Background: an optimization exercise with open tools, aiming at small area, a short achievable clock period and few clock cycles per item. Do not read the settings as production practice.
Function was not checked in any run shown here: the RTL went through the layout flow alone.
No run shown here takes its clock network from TritonCTS; it comes from the design's own scripts or RTL.
The clock port is modelled as an ideal driver, which makes a skipped or thinned clock tree look cheaper than it is; a real chip needs a root buffer or a tree.
Power is estimated from default activity; no workload was simulated.

**config.mk**
```make
export PLATFORM = sky130hd
export DESIGN_NAME = sha256_padder
export DESIGN_NICKNAME = sha256_padder
export VERILOG_FILES = /design/flow/design.v
export SDC_FILE = /design/flow/constraint.sdc
export NUM_CORES = 4
export LEC_CHECK = 0
export CAP_MARGIN = 20
export CORE_MARGIN = 2
export CORE_UTILIZATION = 50
export SETUP_SLACK_MARGIN = 2.55
export SLEW_MARGIN = 20
export SYNTH_HIERARCHICAL = 1
export SYNTH_MINIMUM_KEEP_SIZE = 0
export TNS_END_PERCENT = 10
```
**constraint.sdc**
```tcl
create_clock -name core_clock -period 4.5 [get_ports {Clk}]
set_input_delay 0.9000 -clock core_clock [delete_from_list [all_inputs] [get_ports {Clk}]]
set_output_delay 0.9000 -clock core_clock [all_outputs]
set_load 0.01 [all_outputs]
```
**design.v**
```verilog
module sha256_padder #(
    parameter int LEN_W = 19
) (
    input  logic         Clk,
    input  logic         Reset,
    input  logic [7:0]   InData,
    input  logic         InValid,
    input  logic         InLast,
    output logic         InReady,
    output logic [511:0] Chunk,
    output logic         ChunkValid,
    output logic         ChunkLast,
    input  logic         ChunkReady
);
    localparam int WR     = 0;   
    localparam int TOX    = 1;   
    localparam int CMT    = 2;   
    localparam int PAD    = 3;   
    localparam int P2W    = 4;   
    localparam int PADFIT = 5;   
    function automatic logic [5:0] ctl(input logic iv, input logic cv, input logic pend2,
                                 input logic xv, input logic xl, input logic il,
                                 input logic [7:1] ht, input logic [7:1] lt);
        logic c0, c1, fits, r_free, cmt, wr, pad;
        c0         = ~ht[1] & ~lt[1];
        c1         = ~ht[1] & lt[1] & ~lt[2];
        fits       = ~c0 & ~ht[7];                 
        r_free     = ~cv & ~pend2;
        cmt        = xv & xl & r_free;
        wr         = iv & ~c1 & r_free;
        pad        = (wr & il) | cmt;
        ctl[WR]     = wr;
        ctl[TOX]    = iv & ~pend2 & c1 & (~xv | cmt);
        ctl[CMT]    = cmt;
        ctl[PAD]    = pad;
        ctl[P2W]    = pend2 & ~cv;
        ctl[PADFIT] = pad & fits;
    endfunction
    logic [511:0] r_q;           
    logic         cv_q, cv_d;    
    logic         cvo_q;         
    logic         cl_q, cl_d;    
    logic         iv_q, iv_d;    
    logic [7:0]   id_q, id_d;
    logic         il_q, il_d;
    logic         rdy_q, rdy_d;  
    logic         xv_q, xv_d;    
    logic [7:0]   xd_q;
    logic         xl_q, xl_d;
    logic         pend2_q, pend2_d;    
    logic         p2_80_q, p2_80_d;    
    logic         odd_q, odd_d;  
    logic [7:0]   bus_e, bus_o;  
    logic [9:0]   hi_q, hi_d;
    logic [7:1]   ht_q, ht_d, lt_q, lt_d;
    logic [5:0]   ctl_q;         
    logic [8:0]   htc, ltc;      
    logic [2:0]   ch, cl;        
    logic         c0, c2;        
    logic         new_chunk, take, cnt_rst;
    logic [5:0]   ctl_d;
    logic [63:0]  lenbits;       
    logic [7:0]   ch1, cl1, ch_lt, cl_le;
    logic [63:0]  sel, above, nxt;    
    logic [63:0]  k, w, s;
    logic [511:0] r_d;
    assign InReady    = rdy_q;
    assign Chunk      = r_q;
    assign ChunkValid = cvo_q;
    assign ChunkLast  = cl_q;
    assign htc     = {1'b0, ht_q, 1'b1};
    assign ltc     = {1'b0, lt_q, 1'b1};
    assign ch      = {ht_q[4], (ht_q[2] & ~ht_q[4]) | ht_q[6],
                      (ht_q[1] & ~ht_q[2]) | (ht_q[3] & ~ht_q[4]) | (ht_q[5] & ~ht_q[6]) | ht_q[7]};
    assign cl      = {lt_q[4], (lt_q[2] & ~lt_q[4]) | lt_q[6],
                      (lt_q[1] & ~lt_q[2]) | (lt_q[3] & ~lt_q[4]) | (lt_q[5] & ~lt_q[6]) | lt_q[7]};
    assign c0      = ~ht_q[1] & ~lt_q[1];
    assign c2      = ~ht_q[1] & lt_q[2] & ~lt_q[3];
    assign lenbits = {45'b0, hi_q, ch, cl, 3'b000};
    always_comb begin
        for (int j = 0; j < 8; j++) begin
            ch1[j]   = htc[j] & ~htc[j + 1];
            cl1[j]   = ltc[j] & ~ltc[j + 1];
            ch_lt[j] = ~htc[j];
            cl_le[j] = ~ltc[j + 1];
        end
        for (int i = 0; i < 64; i++) begin
            sel[i]   = (i % 8 == 7) ? (ch1[(i / 8 + 1) % 8] & cl1[0]) : (ch1[i / 8] & cl1[i % 8 + 1]);
            nxt[i]   = (i > 0) ? (ch1[i / 8] & cl1[i % 8]) : 1'b0;
            above[i] = ~c0 & (ch_lt[i / 8] | (ch1[i / 8] & cl_le[i % 8]));
        end
    end
    always_comb begin
        bus_e = (ctl_q[PAD] & odd_q) ? 8'h80 : id_q;
        bus_o = (ctl_q[PAD] & ~odd_q) ? 8'h80 : id_q;
        w    = ({64{ctl_q[WR]}} & sel) | ({64{ctl_q[PAD]}} & nxt & {8'h00, {55{1'b1}}, 1'b0});
        w[0] = (ctl_q[WR] & c2) | ctl_q[CMT];
        k    = ~(({64{ctl_q[WR]}} & sel) | ({64{ctl_q[PAD]}} & above) | {64{ctl_q[P2W]}});
        k[0] = ~(w[0] | ctl_q[P2W]);
        s    = ({64{ctl_q[PAD]}} & nxt & {8'hff, 56'b0}) | {63'b0, ctl_q[P2W] & p2_80_q};
    end
    for (genvar b = 0; b < 7; b++) begin : g_bit0
        sha256_padder_cell u_cell (
            .q(r_q[511 - 7 + b]), .k(k[0]), .w(w[0]), .d(xd_q[b]), .y(r_d[511 - 7 + b])
        );
    end
    sha256_padder_cell7 u_cell70 (
        .q(r_q[511]), .k(k[0]), .w(w[0]), .d(xd_q[7]), .s(s[0]), .y(r_d[511])
    );
    for (genvar i = 1; i < 56; i++) begin : g_lane
        for (genvar b = 0; b < 8; b++) begin : g_bit
            sha256_padder_cell u_cell (
                .q(r_q[511 - 8*i - 7 + b]), .k(k[i]), .w(w[i]),
                .d((i % 2 == 1) ? bus_o[b] : bus_e[b]),
                .y(r_d[511 - 8*i - 7 + b])
            );
        end
    end
    always_comb begin
        for (int i = 56; i < 64; i++) begin
            for (int b = 0; b < 8; b++) begin
                r_d[511 - 8*i - 7 + b] =
                    (r_q[511 - 8*i - 7 + b] & k[i]) |
                    (w[i] & id_q[b]) |
                    ((b == 7) ? s[i] : 1'b0) |
                    ((ctl_q[PADFIT] | ctl_q[P2W]) & lenbits[8*(63-i) + b]);
            end
        end
    end
    always_comb begin
        iv_d    = rdy_q ? InValid : iv_q;
        id_d    = rdy_q ? InData : id_q;
        il_d    = rdy_q ? InLast : il_q;
        xv_d    = ctl_q[TOX] | (xv_q & ~ctl_q[WR] & ~ctl_q[CMT]);
        xl_d    = ctl_q[TOX] ? il_q : xl_q;
        new_chunk = (ctl_q[WR] & (il_q | c0)) | ctl_q[CMT] | ctl_q[P2W];
        cv_d    = new_chunk | (cv_q & ~ChunkReady);
        cl_d    = new_chunk ? (ctl_q[P2W] | ctl_q[PADFIT]) : cl_q;
        pend2_d = ~ctl_q[P2W] & (pend2_q | (ctl_q[PAD] & ~ctl_q[PADFIT]));
        p2_80_d = (ctl_q[PAD] & ~ctl_q[PADFIT]) ? c0 : p2_80_q;
        take    = (ctl_q[TOX] | ctl_q[WR]) & ~il_q;
        cnt_rst = ctl_q[PADFIT] | ctl_q[P2W];
        odd_d   = cnt_rst ? take : (odd_q ^ take);
        hi_d    = hi_q;
        ht_d    = ht_q;
        lt_d    = lt_q;
        if (cnt_rst) begin
            hi_d = '0;
            ht_d = '0;
            lt_d = take ? 7'd3 : 7'd1;
        end else if (take) begin
            lt_d = lt_q[7] ? 7'd0 : {lt_q[6:1], 1'b1};
            if (lt_q[7]) begin
                ht_d = ht_q[7] ? 7'd0 : {ht_q[6:1], 1'b1};
                if (ht_q[7]) hi_d = hi_q + 10'd1;
            end
        end
        ctl_d = ctl(iv_d, cv_d, pend2_d, xv_d, xl_d, il_d, ht_d, lt_d);
        rdy_d = ~iv_d | ctl_d[TOX] | ctl_d[WR];
    end
    always_ff @(posedge Clk) begin
        r_q  <= r_d;
        id_q <= id_d;
        il_q <= il_d;
        if (ctl_q[TOX]) xd_q <= id_q;
        xl_q <= xl_d;
    end
    always_ff @(posedge Clk or negedge Reset) begin
        if (!Reset) begin
            cv_q    <= 1'b0;
            cvo_q   <= 1'b0;
            cl_q    <= 1'b0;
            iv_q    <= 1'b0;
            rdy_q   <= 1'b0;     
            xv_q    <= 1'b0;
            pend2_q <= 1'b0;
            p2_80_q <= 1'b0;
            odd_q   <= 1'b0;
            hi_q    <= '0;
            ht_q    <= '0;
            lt_q    <= 7'd1;
            ctl_q   <= '0;
        end else begin
            cv_q    <= cv_d;
            cvo_q   <= new_chunk | (cvo_q & ~ChunkReady);
            cl_q    <= cl_d;
            iv_q    <= iv_d;
            rdy_q   <= rdy_d;
            xv_q    <= xv_d;
            pend2_q <= pend2_d;
            p2_80_q <= p2_80_d;
            odd_q   <= odd_d;
            hi_q    <= hi_d;
            ht_q    <= ht_d;
            lt_q    <= lt_d;
            ctl_q   <= ctl_d;
        end
    end
endmodule
module sha256_padder_cell (
    input  logic q,
    input  logic k,
    input  logic w,
    input  logic d,
    output logic y
);
    assign y = (q & k) | (w & d);
endmodule
module sha256_padder_cell7 (
    input  logic q,
    input  logic k,
    input  logic w,
    input  logic d,
    input  logic s,
    output logic y
);
    assign y = (q & k) | (w & d) | s;
endmodule
```
**flow/run.sh**
```bash
#!/bin/bash
# Standard ORFS layout with these changes: the port buffers use a small buffer cell, and the
# clock tree is a two-level tree built by flow/cts_pre.tcl (ORFS's PRE_CTS_TCL hook) in place
# of TritonCTS. Each ORFS step's full log is in orfs/logs/...; make's output is in flow.log.
set -euo pipefail
export BUFFER_PORTS_ARGS="-buffer_cell sky130_fd_sc_hd__buf_1"
export PRE_CTS_TCL="$PWD/flow/cts_pre.tcl"
bash standard.sh > flow.log 2>&1
```
**flow/cts_pre.tcl**
```tcl
# Two-level clock tree, built in place of TritonCTS: the flip-flops are clustered by location
# (k-means), each cluster gets a leaf buffer at its centre; the leaf buffers are grouped the
# same way, and each group gets a root buffer at its centre, driven by the clock port.
proc my_two_level_cts {} {
  set block [ord::get_db_block]
  set db [ord::get_db]
  set leaf_master [$db findMaster $::my_cts_leaf]
  set root_master [$db findMaster sky130_fd_sc_hd__clkbuf_16]
  set clk_port [$block findBTerm $::my_cts_port]
  set clk_net [$clk_port getNet]
  set sinks {}
  set xs {}
  set ys {}
  foreach it [$clk_net getITerms] {
    set inst [$it getInst]
    set box [$inst getBBox]
    lappend sinks $it
    lappend xs [expr {([$box xMin] + [$box xMax]) / 2.0}]
    lappend ys [expr {([$box yMin] + [$box yMax]) / 2.0}]
  }
  set n [llength $sinks]
  set k [expr {int(ceil(double($n) / $::my_cts_size))}]
  # initial centres: sinks sorted by x then split into k groups, each group's mean
  set order [lsort -real -indices $xs]
  set cx {}
  set cy {}
  for {set c 0} {$c < $k} {incr c} {
    set lo [expr {$c * $n / $k}]
    set hi [expr {($c + 1) * $n / $k}]
    set sx 0.0; set sy 0.0
    for {set i $lo} {$i < $hi} {incr i} {
      set j [lindex $order $i]
      set sx [expr {$sx + [lindex $xs $j]}]
      set sy [expr {$sy + [lindex $ys $j]}]
    }
    lappend cx [expr {$sx / ($hi - $lo)}]
    lappend cy [expr {$sy / ($hi - $lo)}]
  }
  # k-means with a soft size limit: a sink goes to the nearest centre with room
  set cap [expr {int(ceil($n * 1.25 / $k))}]
  for {set iter 0} {$iter < 30} {incr iter} {
    set cnt [lrepeat $k 0]
    set assign {}
    for {set i 0} {$i < $n} {incr i} {
      set x [lindex $xs $i]; set y [lindex $ys $i]
      set ds {}
      for {set c 0} {$c < $k} {incr c} {
        lappend ds [expr {abs($x - [lindex $cx $c]) + abs($y - [lindex $cy $c])}]
      }
      set best -1
      foreach c [lsort -real -indices $ds] {
        if {[lindex $cnt $c] < $cap} { set best $c; break }
      }
      lset cnt $best [expr {[lindex $cnt $best] + 1}]
      lappend assign $best
    }
    set sx [lrepeat $k 0.0]; set sy [lrepeat $k 0.0]
    for {set i 0} {$i < $n} {incr i} {
      set c [lindex $assign $i]
      lset sx $c [expr {[lindex $sx $c] + [lindex $xs $i]}]
      lset sy $c [expr {[lindex $sy $c] + [lindex $ys $i]}]
    }
    for {set c 0} {$c < $k} {incr c} {
      if {[lindex $cnt $c] > 0} {
        lset cx $c [expr {[lindex $sx $c] / [lindex $cnt $c]}]
        lset cy $c [expr {[lindex $sy $c] / [lindex $cnt $c]}]
      }
    }
  }
  puts "my_cts: $n sinks in $k clusters of [lsort -integer $cnt]"
  # leaves grouped into r groups by k-means on their centres; one root buffer per group
  set r $::my_cts_roots
  set rorder [lsort -real -indices $cx]
  set rx {}; set ry {}
  for {set g 0} {$g < $r} {incr g} {
    set j [lindex $rorder [expr {int(($g + 0.5) * $k / $r)}]]
    lappend rx [lindex $cx $j]; lappend ry [lindex $cy $j]
  }
  for {set iter 0} {$iter < 30} {incr iter} {
    set rassign {}
    set gx [lrepeat $r 0.0]; set gy [lrepeat $r 0.0]; set gn [lrepeat $r 0]
    for {set c 0} {$c < $k} {incr c} {
      set ds {}
      for {set g 0} {$g < $r} {incr g} {
        lappend ds [expr {abs([lindex $cx $c] - [lindex $rx $g]) + abs([lindex $cy $c] - [lindex $ry $g])}]
      }
      set g [lindex [lsort -real -indices $ds] 0]
      lappend rassign $g
      lset gx $g [expr {[lindex $gx $g] + [lindex $cx $c]}]
      lset gy $g [expr {[lindex $gy $g] + [lindex $cy $c]}]
      lset gn $g [expr {[lindex $gn $g] + 1}]
    }
    for {set g 0} {$g < $r} {incr g} {
      if {[lindex $gn $g] > 0} {
        lset rx $g [expr {[lindex $gx $g] / [lindex $gn $g]}]
        lset ry $g [expr {[lindex $gy $g] / [lindex $gn $g]}]
      }
    }
  }
  puts "my_cts: leaves per root [lsort -integer $gn]"
  set root_nets {}
  set roots {}
  for {set g 0} {$g < $r} {incr g} {
    set root [odb::dbInst_create $block $root_master clkbuf_root_${g}_Clk]
    $root setLocation [expr {int([lindex $rx $g])}] [expr {int([lindex $ry $g])}]
    $root setPlacementStatus PLACED
    set root_net [odb::dbNet_create $block clknet_root_${g}_Clk]
    $root_net setSigType CLOCK
    [$root findITerm X] connect $root_net
    lappend root_nets $root_net
    lappend roots $root
  }
  set leaves {}
  for {set c 0} {$c < $k} {incr c} {
    set leaf [odb::dbInst_create $block $leaf_master clkbuf_leaf_${c}_Clk]
    $leaf setLocation [expr {int([lindex $cx $c])}] [expr {int([lindex $cy $c])}]
    $leaf setPlacementStatus PLACED
    set net [odb::dbNet_create $block clknet_leaf_${c}_Clk]
    $net setSigType CLOCK
    [$leaf findITerm X] connect $net
    [$leaf findITerm A] connect [lindex $root_nets [lindex $rassign $c]]
    lappend leaves $net
  }
  for {set i 0} {$i < $n} {incr i} {
    set it [lindex $sinks $i]
    $it disconnect
    $it connect [lindex $leaves [lindex $assign $i]]
  }
  foreach root $roots { [$root findITerm A] connect $clk_net }
  $clk_net setSigType CLOCK
}

# ORFS's cts.tcl sources this before its clock_tree_synthesis call: build the tree here and
# make that call do nothing. The rest of cts.tcl (legalisation, timing repair) then runs as usual.
set ::my_cts_leaf  sky130_fd_sc_hd__clkbuf_16
set ::my_cts_port  Clk
set ::my_cts_size  20
set ::my_cts_roots 4
my_two_level_cts
set_propagated_clock [all_clocks]
rename clock_tree_synthesis {}
proc clock_tree_synthesis {args} {
  puts "clock_tree_synthesis skipped: the clock tree was built by cts_pre.tcl"
}
```
**standard.sh**
```bash
#!/bin/bash
# synth_recipe.tcl (not shown) runs the flow's synth.tcl, then flattens the netlist and writes it again
# the make line also repeats each setting of config.mk as NAME=value (left out here)
make -C /OpenROAD-flow-scripts/flow DESIGN_CONFIG=/design/flow/config.mk WORK_HOME=/design/flow/orfs CLKGATE_MAP_FILE= SYNTH_SCRIPT=/design/flow/synth_recipe.tcl "${@:-finish}"
```
==> flow_summary.ini, run 1 <==
[status]
outcome = complete, no violations

[worst_setup_path]
crit_start_category = register
critical_path_required_ns = 4.80
criticalPathCategory = register to register
critical_path_arrival_ns = 2.42
critPathCaptureType = register
reg2reg_depth = 5
worst-path-max-fanout = 10

[die]
ioPinCount = 528
die_area_um2 = 39400
die-height_um = 199
die_width_um = 199
fp-row-count = 71
starting_density_of_the_core_pct = 50.5
core_um2 = 37500

[drt]
viasPerCell = 6.00
drt_first_pass_iters = 5
routedWlPerCell_um = 25.5
routed-via-count = 15900
post-route-drc-count = 0
final_antenna_net_count = 0
detail_route.wirelength_um = 67700
detail_route.iter0.violations = 1439

[sta]
tightest_slew_ns = 0.776
setup_viol = 0
finalCriticalPeriod_ns = 2.12
period_share_pct = 47.0
fmaxAchievable_mhz = 473
post-route-worst-setup-slack_ns = 2.38
final-hold-violation-count = 0
rsz0062_at_grt = yes
report.final.slew_viol_count = 0
worst_slew_margin_rel_pct = 48.3
fin_skew_ns = 0.0585
final.setup.tns_ns = 0

[global_routing]
antenna_violations_before_repair = 0
grt_remaining_overflow = 0
first_pass_grt_wire_length_um = 97400
grtUsageTotal_pct = 32.3
first_global_vias = 15000
grt_max_degree = 40

[placed_design]
dpl_worst_slack_ns = 1.48
buffer_ports.inserted = 527
place.gp.congestion = 0.849
post-dp-hpwl_um = 46400

[logic_synthesis]
synthesis.area_um2 = 18900
synth.top_cell.area_share_pct = 54.4
netlist_top_cells_count = 514 x sky130_fd_sc_hd__dfxtp_1, 489 x sky130_fd_sc_hd__a22o_1, 149 x sky130_fd_sc_hd__nor2_1
number_of_flops_mapped_to_enable_cells_by_yosys = 16
synthCells = 1595
post_synth_main_area_contributors = sky130_fd_sc_hd__dfxtp_1 54%, sky130_fd_sc_hd__a22o_1 23%, sky130_fd_sc_hd__dfrtp_1 5.0%, sky130_fd_sc_hd__nor2_1 3.0%, sky130_fd_sc_hd__edfxtp_1 2.5%
synth-seq-cells = 569
dominantRegCellSynth = sky130_fd_sc_hd__dfxtp_1
synth.most_common_cell = sky130_fd_sc_hd__dfxtp_1
ys_warn_count = 7
synthDominantAreaCellType = sky130_fd_sc_hd__dfxtp_1
sequential_to_total_area_share_from_yosys_stat_pct = 62.1
syn-num-nets = 1609
fraction_of_synthesis_flops_using_an_asynchronous_set_or_reset_pin_pct = 6.85
post_synth.cell_area_avg_um2 = 11.9
netlist-cell-type-count = 59

[pwr]
vdd.ir_drop.worst_uv = 276
p_leak_nw = 8.83
pwr_cell_area_nw_per_um2 = 491

[finish]
fin_util_pct = 61.8
ratio_of_cells_with_drive_above_1_in_the_final_layout_pct = 11.9
final_nets = 2161
area_growth_syn_to_layout_pct = 22.5
fillers = 3271
antenna_cell_count = 0

[worst_hold_path]
timing.hold.worst_path_depth = 1
min_path_type = register to register

[clock_tree]
clk_latency_ns = 0.38
clkTransAtPathRegs_ns = 0.08

[job]
cap_viol_max_count = 0
## layout by cell type, fill, tap and decap left out, drive strengths merged, types with 8 or more instances in the layout
cell type	Yosys	layout
a21oi	73	73
a221o	11	11
a222oi	11	11
a22o	489	489
and2	23	23
buf	27	573
clkbuf	32	35
dfrtp	38	38
dfxtp	514	514
edfxtp	16	16
inv	21	21
nand2	31	31
nand2b	15	15
nand3	11	11
nor2	157	157
nor2b	13	13
nor3	13	13
o21ai	26	27
o21bai	12	12
o22ai	8	8
## critical path, stage by stage (launching register included)
cell	delay [ns]
sky130_fd_sc_hd__dfrtp_1	0.62
sky130_fd_sc_hd__nor2b_2	0.38
sky130_fd_sc_hd__and2_2	0.33
sky130_fd_sc_hd__a21oi_4	0.13
sky130_fd_sc_hd__nor2_2	0.38
sky130_fd_sc_hd__a22o_1	0.19
## cell type report
class                           count  area [um2]  area share (%)
Inverter                           21        78.8           0.340
Timing Repair Buffer              575        2440            10.5
Buffer                             33         826            3.56
Sequential cell                   569       11800            50.8
Tap cell                          511         639            2.76
Multi-Input combinational cell    947        7410            32.0
## worst paths after layout
check,from,end,slack (ns)
min,xd_q[5],r_q[509],0.46
max reg2reg,lt_q[5],r_q[351],2.38
min in group asynchronous,Reset,ctl_q[4],0.61
max,lt_q[5],r_q[351],2.38
max in group asynchronous,Reset,ctl_q[0],3.42
min reg2reg,xd_q[5],r_q[509],0.46
## Yosys stat by module, one instance, submodules excluded
module	flops+latches	copies in the design
sha256_padder	569	1
sha256_padder_cell	0	447
sha256_padder_cell7	0	1
## layer usage
| metal | GRT usage (%) | wire [um] | vias to the layer above |
|---|---|---|---|
| li1 | - | - | 7191 |
| met1 | 42.7 | 27800 | 7792 |
| met2 | 52.0 | 30400 | 817 |
| met3 | 7.93 | 6730 | 132 |
| met4 | 11.0 | 2790 | 0 |
| met5 | 0 | 0 | - |
## flip-flops by register name, indices dropped and copies added (netlist names)
signal	flops
lt_q	7
pend2_q	1
xl_q	1
rdy_q	1
id_q	8
xv_q	1
iv_q	1
xd_q	8
cv_q	1
ht_q	7
odd_q	1
cl_q	1
ctl_q	6
hi_q	10
p2_80_q	1
cvo_q	1
r_q	512
il_q	1
## logic make-up after synthesis
logic type | synth area share (%)
AOI/OAI and AO/OA | 28.1
muxes | 0.350
DFF | 62.1
and+or+nand+nor | 7.25
adders and majority gates | 0.0661
xor gates and xnor gates | 0.324
buffers and inverters | 1.82
## stage by stage
step                      power (W)  hold slack [ns]  area, um2  std cells
after detailed placement    0.00823            0.442      21500       2600
after global placement      0.00818            0.436      21500       2600
final                        0.0114            0.459      23200       2656
after floorplan             0.00708            0.424      18900       1595
after global routing         0.0118            0.461      23200       2656
after CTS                    0.0112            0.456      23000       2649
## power breakdown
group	total, W	internal (W)	switching, W
clock network	0.00284	0.00131	0.00153
registers	0.00557	0.00529	0.000283
logic	0.00296	0.000783	0.00218
total	0.0114	0.00739	0.00399
## timing repair
action	CTS	global route
gates cloned	1	1
pin swaps	4	5
hold buffers	0	0
gates resized for setup	157	32
setup buffers	15	6
setup endpoints to repair	530	472
==> inputs of run 2 (changes only) <==
--- a/config.mk
+++ b/config.mk
@@ -9,7 +9,7 @@
 export CORE_MARGIN = 2
 export CORE_UTILIZATION = 50
-export SETUP_SLACK_MARGIN = 2.55
+export SETUP_SLACK_MARGIN = 2.6
 export SLEW_MARGIN = 20
 export SYNTH_HIERARCHICAL = 1
 export SYNTH_MINIMUM_KEEP_SIZE = 0
-export TNS_END_PERCENT = 10
+export TNS_END_PERCENT = 3
==> flow_summary.ini, run 2 <==
[sta]
tightest_slew_ns = 0.811
rsz0062_at_grt = yes
worst_slew_margin_rel_pct = 45.9
fin_skew_ns = 0.0559
finalCriticalPeriod_ns = 2.02
period_share_pct = 45.0
final-hold-violation-count = 0
setup_viol = 0
fmaxAchievable_mhz = 494
final.setup.tns_ns = 0
report.final.slew_viol_count = 0

[finish]
final_nets = 2153
final_common_cell = sky130_fd_sc_hd__buf_1
ratio_of_cells_with_drive_above_1_in_the_final_layout_pct = 12.1
biggestRegsByFlops = r_q (512), hi_q (10)
fillers = 3267
largest_register = r_q
layout.cells.most_common_list = 526 x sky130_fd_sc_hd__buf_1, 514 x sky130_fd_sc_hd__dfxtp_1, 489 x sky130_fd_sc_hd__a22o_1
area_growth_syn_to_layout_pct = 22.3
fin_util_pct = 61.7
max_ffs_per_register = 512
post_layout_nonfiller_instances = 2649

[die]
core_um2 = 37500
die_width_um = 199
starting_density_of_the_core_pct = 50.5
fp-row-count = 71
ioPinCount = 528
die-height_um = 199
die_area_um2 = 39400

[worst_setup_path]
crit-reg2reg-capture = r_q[351]
rr_startpoint = lt_q[5]
crit_start_category = register
reg2reg_depth = 6
worst-path-max-fanout = 10
reg2reg_slack_ns = 2.48
critical_path_arrival_ns = 2.32
criticalPathCategory = register to register
critPathCaptureType = register
critical_path_required_ns = 4.80

[placed_design]
place.detailed.instances = 2600
post-dp-hpwl_um = 46400
place.gp.congestion = 0.849
buffer_ports.inserted = 527

[worst_hold_path]
timing.hold.worst_path_depth = 1
timing.hold.worst_endpoint = r_q[509]
hold_path_startpoint = xd_q[5]
min_path_type = register to register

[pwr]
pwr_cell_area_nw_per_um2 = 490
power_switching_w = 0.00399
switching_share_pct = 35.2
total_power_w = 0.0113
power.share.sequential_pct = 49.0
p_clk_share_pct = 25.0
p_leak_nw = 8.77
vdd.ir_drop.worst_uv = 277
p_int_w = 0.00735
combinational_fraction_of_design_power_pct = 25.9

[drt]
post-route-drc-count = 0
routed-via-count = 15900
viasPerCell = 6.01
detail_route.iter0.violations = 1241
detail_route.wirelength_um = 67700
final_antenna_net_count = 0
drt_first_pass_iters = 5
routedWlPerCell_um = 25.5

[logic_synthesis]
netlist-cell-type-count = 59
post_synth.cell_area_avg_um2 = 11.9
netlist_top_cells_count = 514 x sky130_fd_sc_hd__dfxtp_1, 489 x sky130_fd_sc_hd__a22o_1, 149 x sky130_fd_sc_hd__nor2_1
post_synth_main_area_contributors = sky130_fd_sc_hd__dfxtp_1 54%, sky130_fd_sc_hd__a22o_1 23%, sky130_fd_sc_hd__dfrtp_1 5.0%, sky130_fd_sc_hd__nor2_1 3.0%, sky130_fd_sc_hd__edfxtp_1 2.5%
synthesis.area_um2 = 18900
ys_warn_count = 7
synth.most_common_cell = sky130_fd_sc_hd__dfxtp_1
fraction_of_synthesis_flops_using_an_asynchronous_set_or_reset_pin_pct = 6.85
synthDominantAreaCellType = sky130_fd_sc_hd__dfxtp_1
dominantRegCellSynth = sky130_fd_sc_hd__dfxtp_1
syn-num-nets = 1609
number_of_flops_mapped_to_enable_cells_by_yosys = 16
sequential_to_total_area_share_from_yosys_stat_pct = 62.1
synth-seq-cells = 569
synthCells = 1595
synth.top_cell.area_share_pct = 54.4

[status]
outcome = complete, no violations

[global_routing]
grtUsageTotal_pct = 32.4
grt_max_degree = 40
first_global_vias = 15000
first_pass_grt_wire_length_um = 97500
antenna_violations_before_repair = 0
grt_remaining_overflow = 0

[clock_tree]
cts.hold.buffers_added = 0
clkTransAtPathRegs_ns = 0.08
clk_latency_ns = 0.38

[job]
cap_viol_max_count = 0
[run 2: worst max path at each step]
stage / start / endpoint / slack [ns] / cells past startpoint
after floorplan: ht_q[1] / r_q[71] / 2.53 / 7
after global placement: ht_q[1] / r_q[441] / 1.46 / 5
after detailed placement: ht_q[1] / r_q[445] / 1.48 / 5
after CTS: lt_q[7] / r_q[87] / 2.48 / 6
after global routing: lt_q[1] / r_q[376] / 2.43 / 4
final: lt_q[5] / r_q[351] / 2.48 / 6
[run 2: power by group through the flow]
stage                     Combinational (W)  Sequential, W  Clock (W)
final                               0.00294        0.00556    0.00284
after global routing                0.00310        0.00558    0.00305
after CTS                           0.00284        0.00555    0.00286
after detailed placement            0.00253        0.00569          0
after global placement              0.00250        0.00568          0
after floorplan                     0.00152        0.00555          0
[run 2: worst max-delay path: stages, from the launching register on]
cell	delay, ns
sky130_fd_sc_hd__dfrtp_2	0.52
sky130_fd_sc_hd__nor2b_2	0.35
sky130_fd_sc_hd__and2_2	0.32
sky130_fd_sc_hd__a21oi_4	0.06
sky130_fd_sc_hd__buf_12	0.16
sky130_fd_sc_hd__nor2_2	0.33
sky130_fd_sc_hd__a22o_1	0.19
[run 2: Yosys stat by module, one instance, submodules excluded]
module               cells inside  area, um2  copies in the design
sha256_padder_cell              1       8.76                   447
sha256_padder_cell7             1       10.0                     1
sha256_padder                1147      15000                     1
[run 2: per-stage QoR]
step | hold slack, ns | instance area, um2 | setup slack, ns
finish | 0.459 | 23100 | 2.48
global route | 0.461 | 23100 | 2.43
CTS | 0.456 | 23000 | 2.48
detailed placement | 0.442 | 21500 | 1.48
global placement | 0.436 | 21500 | 1.46
floorplan | 0.424 | 18900 | 2.53
[run 2: cell families (layout without fill, tap and decap cells)]
| group | Yosys count | in the layout | synth area share [%] |
|---|---|---|---|
| AOI/OAI and AO/OA | 650 | 652 | 28.1 |
| xor gates and xnor gates | 7 | 7 | 0.324 |
| adders and majority gates | 1 | 1 | 0.0661 |
| buffers and inverters | 80 | 620 | 1.82 |
| DFF | 569 | 569 | 62.1 |
| muxes | 6 | 6 | 0.350 |
| other | 0 | 1 | 0 |
| and+or+nand+nor | 282 | 282 | 7.25 |
[run 2: cell type report]
cell class              count  area [um2]  area share [%]
well taps                 511         639            2.76
plain buffers              33         826            3.57
flip-flops and latches    569       11800            50.9
diodes                      1        2.50          0.0108
inverters                  21        78.8           0.341
multi-input cells         948        7470            32.3
repair buffers            566        2330            10.1
[run 2: metal layers]
metal,part of all wire (%),global-route usage (%),wire length [um]
met4,4.1,11.2,2800
met2,45,52.1,30600
met1,42,42.7,28100
met5,0,0,0
met3,9.2,7.97,6220
[run 2: what timing repair did]
item / 4_1_cts / 5_1_grt
setup buffers: 12 / 1
setup endpoints to repair: 541 / 468
cloned: 2 / 0
gates resized for setup: 177 / 28
pin swaps: 3 / 3

==> afterwards: timing with drivers on the ports <==
Ports are ideal in the flow. The routed layouts listed here were re-timed in OpenROAD.
Step 1, drivers: a clkbuf_16 drives Clk and a buf_2 each remaining input, both assumed.
Step 2 moves the port delays by t, midway between the first and last clock arrival at a register: inputs arrive t later, outputs are due t later. That takes back most of the time a late clock gives input paths.
a / b / c = ideal / step 1 / step 2; a / b = the first two.
| run | t, ns | slack for setup (ns) | clock arrival spread, ns | worst register clock-pin slew, ns | worst data-port slew with drivers (ns) |
|---|---|---|---|---|---|
| run 1 | 0.483 | 2.384 / 2.362 / 2.384 | 0.063 / 0.062 | 0.09 / 0.09 | 0.04 |
| run 2 | 0.484 | 2.477 / 2.439 / 2.477 | 0.062 / 0.061 | 0.09 / 0.09 | 0.04 |
After both steps every run listed still meets setup and hold.
